Context: an optimization exercise on an open-source flow, tuned for small area and a short achievable clock period. The choices shown serve that exercise and are no tape-out recipe. At most, simulation tests tie the RTL to the original design; equivalence was not proved. No activity file was given, so power comes from the tool's default toggle rates.

==> flow/design.v (excerpt) <==
module fp16_fma_top (
    input  logic        clk,
    input  logic        rst_n,
    input  logic        in_valid,
    input  logic [15:0] a,
    input  logic [15:0] b,
    input  logic [15:0] c,
    output logic [15:0] result,
    output logic        out_valid
);
    logic        a_sub, b_sub, c_sub;
    logic        a_nan, a_inf, a_zero, b_nan, b_inf, b_zero, c_nan, c_inf, c_zero;
    logic        prod_nan, prod_inf, prod_zero;
    logic [3:0]  lz_a, lz_b, lz_c;
    logic [9:0]  fa_n, fb_n, fc_n;
    logic [5:0]  xa, xb, xc;
    fp16_unpack u_na (.sig({~a_sub, a[9:0]}), .lz(lz_a), .frac(fa_n));
    fp16_unpack u_nb (.sig({~b_sub, b[9:0]}), .lz(lz_b), .frac(fb_n));
    fp16_unpack u_nc (.sig({~c_sub, c[9:0]}), .lz(lz_c), .frac(fc_n));
    always_comb begin
        a_sub  = a[14:10] == '0;
        b_sub  = b[14:10] == '0;
        c_sub  = c[14:10] == '0;
        a_nan  = (&a[14:10]) & (|a[9:0]);
        a_inf  = (&a[14:10]) & ~(|a[9:0]);
        a_zero = a_sub & ~(|a[9:0]);
        b_nan  = (&b[14:10]) & (|b[9:0]);
        b_inf  = (&b[14:10]) & ~(|b[9:0]);
        b_zero = b_sub & ~(|b[9:0]);
        c_nan  = (&c[14:10]) & (|c[9:0]);
        c_inf  = (&c[14:10]) & ~(|c[9:0]);
        c_zero = c_sub & ~(|c[9:0]);
        prod_nan  = a_nan | b_nan | (a_inf & b_zero) | (a_zero & b_inf);
        prod_inf  = ~prod_nan & (a_inf | b_inf);
        prod_zero = a_zero | b_zero;
        xa = a_sub ? 6'(6'd1 - 6'(lz_a)) : {1'b0, a[14:10]};
        xb = b_sub ? 6'(6'd1 - 6'(lz_b)) : {1'b0, b[14:10]};
        xc = c_sub ? 6'(6'd1 - 6'(lz_c)) : {1'b0, c[14:10]};
    end
    logic [9:0]  s2_fa, s2_fb, s2_fc;
    logic [5:0]  s2_xa, s2_xb, s2_xc;
    logic        s2_cz, s2_sp, s2_sc, s2_nan, s2_inf, s2_pc;
    always_ff @(posedge clk) begin
        s2_fa  <= fa_n;
        s2_fb  <= fb_n;
        s2_fc  <= fc_n;
        s2_xa  <= xa;
        s2_xb  <= xb;
        s2_xc  <= xc;
        s2_cz  <= c_zero;
        s2_sp  <= a[15] ^ b[15];
        s2_sc  <= c[15];
        s2_nan <= prod_nan | c_nan | (prod_inf & c_inf & (a[15] ^ b[15] ^ c[15]));
        s2_inf <= prod_inf;
        s2_pc  <= c_inf | prod_zero;
    end
    logic [21:0] t_r0, t_r1;
    logic [7:0]  d;
    fma_mul_tree u_tree (.fa(s2_fa), .fb(s2_fb), .r0(t_r0), .r1(t_r1));
    always_comb begin
  ...
clock: 8.0 ns
lec_check: 0
cap_margin: 20
core_margin: 2
core_utilization: 40
setup_slack_margin: 4.0
slew_margin: 20
run.sh (not shown) runs the stock make flow with config.mk's settings and CLKGATE_MAP_FILE= SYNTH_SCRIPT=/design/flow/synth_recipe.tcl, a recipe that flattens the netlist after the stock synthesis.
Then changed:
--- a/flow/design.v
+++ b/flow/design.v
@@ -405,29 +405,36 @@
     always_ff @(posedge clk) begin
         s6_f    <= fsum;
         s6_e    <= s5_e;
         s6_sign <= s5_sign;
         s6_sub  <= s5_sub;
         s6_nan  <= s5_nan;
         s6_inf  <= s5_inf;
     end
     logic [4:0]        lead;
     logic signed [7:0] en;
-    logic signed [7:0] sube;
+    logic signed [7:0] sube, lim_sub, lim_ovf;
+    logic [25:0]       above_sub, from_ovf;
     logic              ovf, subn, fzero;
     logic [5:0]        nsh;
     logic [4:0]        exp_r;
     fma_normalize_pack u_lead (.x(s6_f), .lead(lead));
     always_comb begin
+        lim_sub = signed'(8'd24 - 8'(signed'(s6_e)));
+        lim_ovf = signed'(8'd55 - 8'(signed'(s6_e)));
+        for (int i = 0; i < 26; i++) begin
+            above_sub[i] = signed'(8'(i)) > lim_sub;
+            from_ovf[i]  = signed'(8'(i)) >= lim_ovf;
+        end
+        subn  = ~|(s6_f & above_sub);
+        ovf   = |(s6_f & from_ovf);
         en    = signed'(8'(signed'(s6_e)) + 8'(lead) - 8'd24);
-        ovf   = en >= 8'sd31;
-        subn  = en <= 8'sd0;
         fzero = s6_f == '0;
         sube  = signed'(8'd25 - 8'(signed'(s6_e)));
         nsh   = subn ? ((sube > 8'sd36) ? 6'd36 : sube[5:0]) : 6'(lead);
         exp_r = (subn | fzero) ? 5'd0 : en[4:0];
     end
     logic [25:0] s7_f;
     logic [5:0]  s7_nsh;
     logic [4:0]  s7_exp;
     logic        s7_sign, s7_ovf, s7_nan;
     always_ff @(posedge clk) begin
What happened:
- The new run completed without violations
- clock skew is about the same
- total power went up by 8.5%
- design area increases by 4.7%
- via count went up by 13%
- wire length rose by 20%
The RTL of the second run of this note was laid out without a check of its function.


the baseline:
Another version of the RTL of fp16_fma_top (not shown whole).
Size in the first run: about 2700 cells after synthesis, roughly 390 flip-flops, roughly 68 I/O pins, ~21000 sq um of cells after synthesis.
make LEC_CHECK=0 ABC_AREA=1 CAP_MARGIN=20 CORE_MARGIN=2 CORE_UTILIZATION=40 CTS_CLUSTER_DIAMETER=100 CTS_CLUSTER_SIZE=28 SETUP_SLACK_MARGIN=4.8 SLEW_MARGIN=20 finish   # period 8.0 ns
What the candidate does differently from the baseline at the input level:
--- a/flow/design.v
+++ b/flow/design.v
@@ -218,24 +218,58 @@
     output logic [4:0]  lead
 );
     always_comb begin
         lead = '0;
         for (int i = 0; i < 26; i++) begin
             if (x[i]) begin
                 lead = 5'(i);
             end
         end
     end
 endmodule
 `default_nettype wire
+`default_nettype none
+module fma_add_bk #(
+    parameter int W = 8
+) (
+    input  logic [W-1:0] a,
+    input  logic [W-1:0] b,
+    input  logic         cin,
+    output logic [W-1:0] sum
+);
+    logic [W-1:0] p0, g, p;
+    always_comb begin
+        p0 = a ^ b;
+        g  = a & b;
+        p  = p0;
+        g[0] = g[0] | (p[0] & cin);
+        for (int l = 0; (1 << l) < W; l++) begin
+            for (int i = (2 << l) - 1; i < W; i += (2 << l)) begin
+                g[i] = g[i] | (p[i] & g[i - (1 << l)]);
+                p[i] = p[i] & p[i - (1 << l)];
+            end
+        end
+        for (int l = $clog2(W) - 2; l >= 0; l--) begin
+            for (int i = (3 << l) - 1; i < W; i += (2 << l)) begin
+                g[i] = g[i] | (p[i] & g[i - (1 << l)]);
+                p[i] = p[i] & p[i - (1 << l)];
+            end
+        end
+        sum[0] = p0[0] ^ cin;
+        for (int i = 1; i < W; i++) begin
+            sum[i] = p0[i] ^ g[i-1];
+        end
+    end
+endmodule
+`default_nettype wire
 `timescale 1ns/1ns
 `default_nettype none
 module fp16_fma_top (
     input  logic        clk,
     input  logic        rst_n,
     input  logic        in_valid,
     input  logic [15:0] a,
     input  logic [15:0] b,
     input  logic [15:0] c,
     output logic [15:0] result,
     output logic        out_valid
 );
@@ -304,27 +338,25 @@
         s3_r1  <= t_r1;
         s3_fc  <= s2_fc;
         s3_d   <= d;
         s3_xc  <= s2_xc;
         s3_cz  <= s2_cz;
         s3_sp  <= s2_sp;
         s3_sc  <= s2_sc;
         s3_nan <= s2_nan;
         s3_inf <= s2_inf;
         s3_pc  <= s2_pc;
     end
     logic [21:0] prod;
-    always_comb begin
-        prod = s3_r0 + s3_r1;
-    end
+    fma_add_bk #(.W(22)) u_cpa (.a(s3_r0), .b(s3_r1), .cin(1'b0), .sum(prod));
     logic [21:0] s4_prod;
     logic [9:0]  s4_fc;
     logic [7:0]  s4_d;
     logic [5:0]  s4_xc;
     logic        s4_cz, s4_sp, s4_sc, s4_nan, s4_inf, s4_pc;
     always_ff @(posedge clk) begin
         s4_prod <= prod;
         s4_fc   <= s3_fc;
         s4_d    <= s3_d;
         s4_xc   <= s3_xc;
         s4_cz   <= s3_cz;
         s4_sp   <= s3_sp;
@@ -403,27 +435,25 @@
     logic [6:0]  s6_e;
     logic        s6_sign, s6_sub, s6_nan, s6_inf;
     always_ff @(posedge clk) begin
         s6_big   <= big;
         s6_small <= {s_win, sticky} ^ {26{s5_sub}};
         s6_e     <= s5_e;
         s6_sign  <= s5_sign;
         s6_sub   <= s5_sub;
         s6_nan   <= s5_nan;
         s6_inf   <= s5_inf;
     end
     logic [25:0] fsum;
-    always_comb begin
-        fsum = {1'b0, s6_big, 3'b0} + s6_small + 26'(s6_sub);
-    end
+    fma_add_bk #(.W(26)) u_add (.a({1'b0, s6_big, 3'b0}), .b(s6_small), .cin(s6_sub), .sum(fsum));
     logic [25:0] s7_f;
     logic [6:0]  s7_e;
     logic        s7_sign, s7_sub, s7_nan, s7_inf;
     always_ff @(posedge clk) begin
         s7_f    <= fsum;
         s7_e    <= s6_e;
         s7_sign <= s6_sign;
         s7_sub  <= s6_sub;
         s7_nan  <= s6_nan;
         s7_inf  <= s6_inf;
     end
     logic [4:0]        lead;
==> notes.md <==
The candidate vs. the baseline: via total after detailed routing went down 650; switching share of power -0.48 points; core utilization of the finished layout decreased 0.38 points; number of non-clock inverters in the layout climbed 11.
In the candidate the combinational share of power turned out 1.0 points lower than in the baseline.
The run showing the greater global-route met2 utilization is the candidate.
Share of cell area taken by flip-flops and latches | the candidate above the baseline
Pre-CTS setup slack down 170 ps in the candidate wrt the baseline
Only the layout flow was run in the candidate; the RTL was not checked for function there.


== cedar ==
RTL: one of the versions met above, not the one the previous note started from.
Size in the first run: about 2,400 cells after synthesis, roughly 350 flip-flops, roughly 68 I/O pins.
==> flow/design.v (excerpt) <==
module fp16_fma_top (
    input  logic        clk,
    input  logic        rst_n,
    input  logic        in_valid,
    input  logic [15:0] a,
    input  logic [15:0] b,
    input  logic [15:0] c,
    output logic [15:0] result,
    output logic        out_valid
);
make LEC_CHECK=0 CAP_MARGIN=20 CORE_MARGIN=2 CORE_UTILIZATION=40 SETUP_SLACK_MARGIN=5.0 SLEW_MARGIN=20 finish   # period 8.0 ns
Input changes introduced in yarrow (baseline for comparison: cedar):
diff --git a/flow/design.v b/flow/design.v
--- a/flow/design.v
+++ b/flow/design.v
@@ -404,38 +404,31 @@
     logic        s6_sign, s6_sub, s6_nan, s6_inf;
     always_ff @(posedge clk) begin
         s6_f    <= fsum;
         s6_e    <= s5_e;
         s6_sign <= s5_sign;
         s6_sub  <= s5_sub;
         s6_nan  <= s5_nan;
         s6_inf  <= s5_inf;
     end
     logic [4:0]        lead;
     logic signed [7:0] en;
-    logic signed [7:0] sube, lim_sub, lim_ovf;
-    logic [25:0]       above_sub, from_ovf;
+    logic signed [7:0] sube;
     logic              ovf, subn, fzero;
     logic [5:0]        nsh;
     logic [4:0]        exp_r;
     fma_normalize_pack u_lead (.x(s6_f), .lead(lead));
     always_comb begin
-        lim_sub = signed'(8'd24 - 8'(signed'(s6_e)));
-        lim_ovf = signed'(8'd55 - 8'(signed'(s6_e)));
-        for (int i = 0; i < 26; i++) begin
-            above_sub[i] = signed'(8'(i)) > lim_sub;
-            from_ovf[i]  = signed'(8'(i)) >= lim_ovf;
-        end
-        subn  = ~|(s6_f & above_sub);
-        ovf   = |(s6_f & from_ovf);
         en    = signed'(8'(signed'(s6_e)) + 8'(lead) - 8'd24);
+        ovf   = en >= 8'sd31;
+        subn  = en <= 8'sd0;
         fzero = s6_f == '0;
         sube  = signed'(8'd25 - 8'(signed'(s6_e)));
         nsh   = subn ? ((sube > 8'sd36) ? 6'd36 : sube[5:0]) : 6'(lead);
         exp_r = (subn | fzero) ? 5'd0 : en[4:0];
     end
     logic [25:0] s7_f;
     logic [5:0]  s7_nsh;
     logic [4:0]  s7_exp;
     logic        s7_sign, s7_ovf, s7_nan;
     always_ff @(posedge clk) begin
         s7_f    <= s6_f;
Notes after the runs:
- A main combinational cell family by area after synthesis of simple AND/OR/NAND/NOR gates is what cedar shows, while adder cells belongs to yarrow.
- In yarrow relative to cedar, standard cell core area had gone down by a few percent.
- Diff cedar -> yarrow | total power density per cell area | down by a few percent
- Against cedar, yarrow comes in 1.4 points lower on basic-gate share of the synthesized area counting and, or, nand and nor cells.
- [compare] base=cedar new=yarrow: actual slew at the worst max-slew pin rose by 0.095 ns; multi-input combinational cell count fell by 218; post-synthesis sequential area ratio rose by 1.8 points.
Only the layout flow was run in cedar; the RTL was not checked for function there.

## afterwards: timing with drivers on the ports
No port has a modelled driver above. Below, the same layouts with a new extraction and two added sets of constraints. Step 1 sets driving cells, clkbuf_16 on the clock port and buf_2 on the other inputs (assumed; they add their load-dependent delay and slew). Step 2 moves the port delays by t, midway between the first and last clock arrival at a register: inputs arrive t later, outputs are due t later. That takes back most of the time a late clock gives input paths. Three values: no drivers, after step 1, after step 2; two values: the first two.
run | t, ns | slack for setup (ns) | worst data-port slew with drivers (ns) | cell pins on the clock port's net
the first run of note 1 | 0.600 | 4.078 / 4.078 / 3.675 | 0.06 | 1
the second run of note 1 | 0.599 | 4.116 / 4.116 / 3.582 | 0.05 | 1
the baseline | 0.601 | 4.796 / 4.796 / 4.294 | 0.04 | 1
the candidate | 0.600 | 4.816 / 4.816 / 4.288 | 0.04 | 1
cedar | 0.619 | 4.449 / 4.449 / 4.408 | 0.05 | 1
yarrow | 0.606 | 4.081 / 4.081 / 4.081 | 0.05 | 1
After both steps setup and hold are still met in every run listed. For the second run of note 1, which loses most, drivers alone change the setup slack by 0.000 ns; drivers and shift together by -0.534 ns.
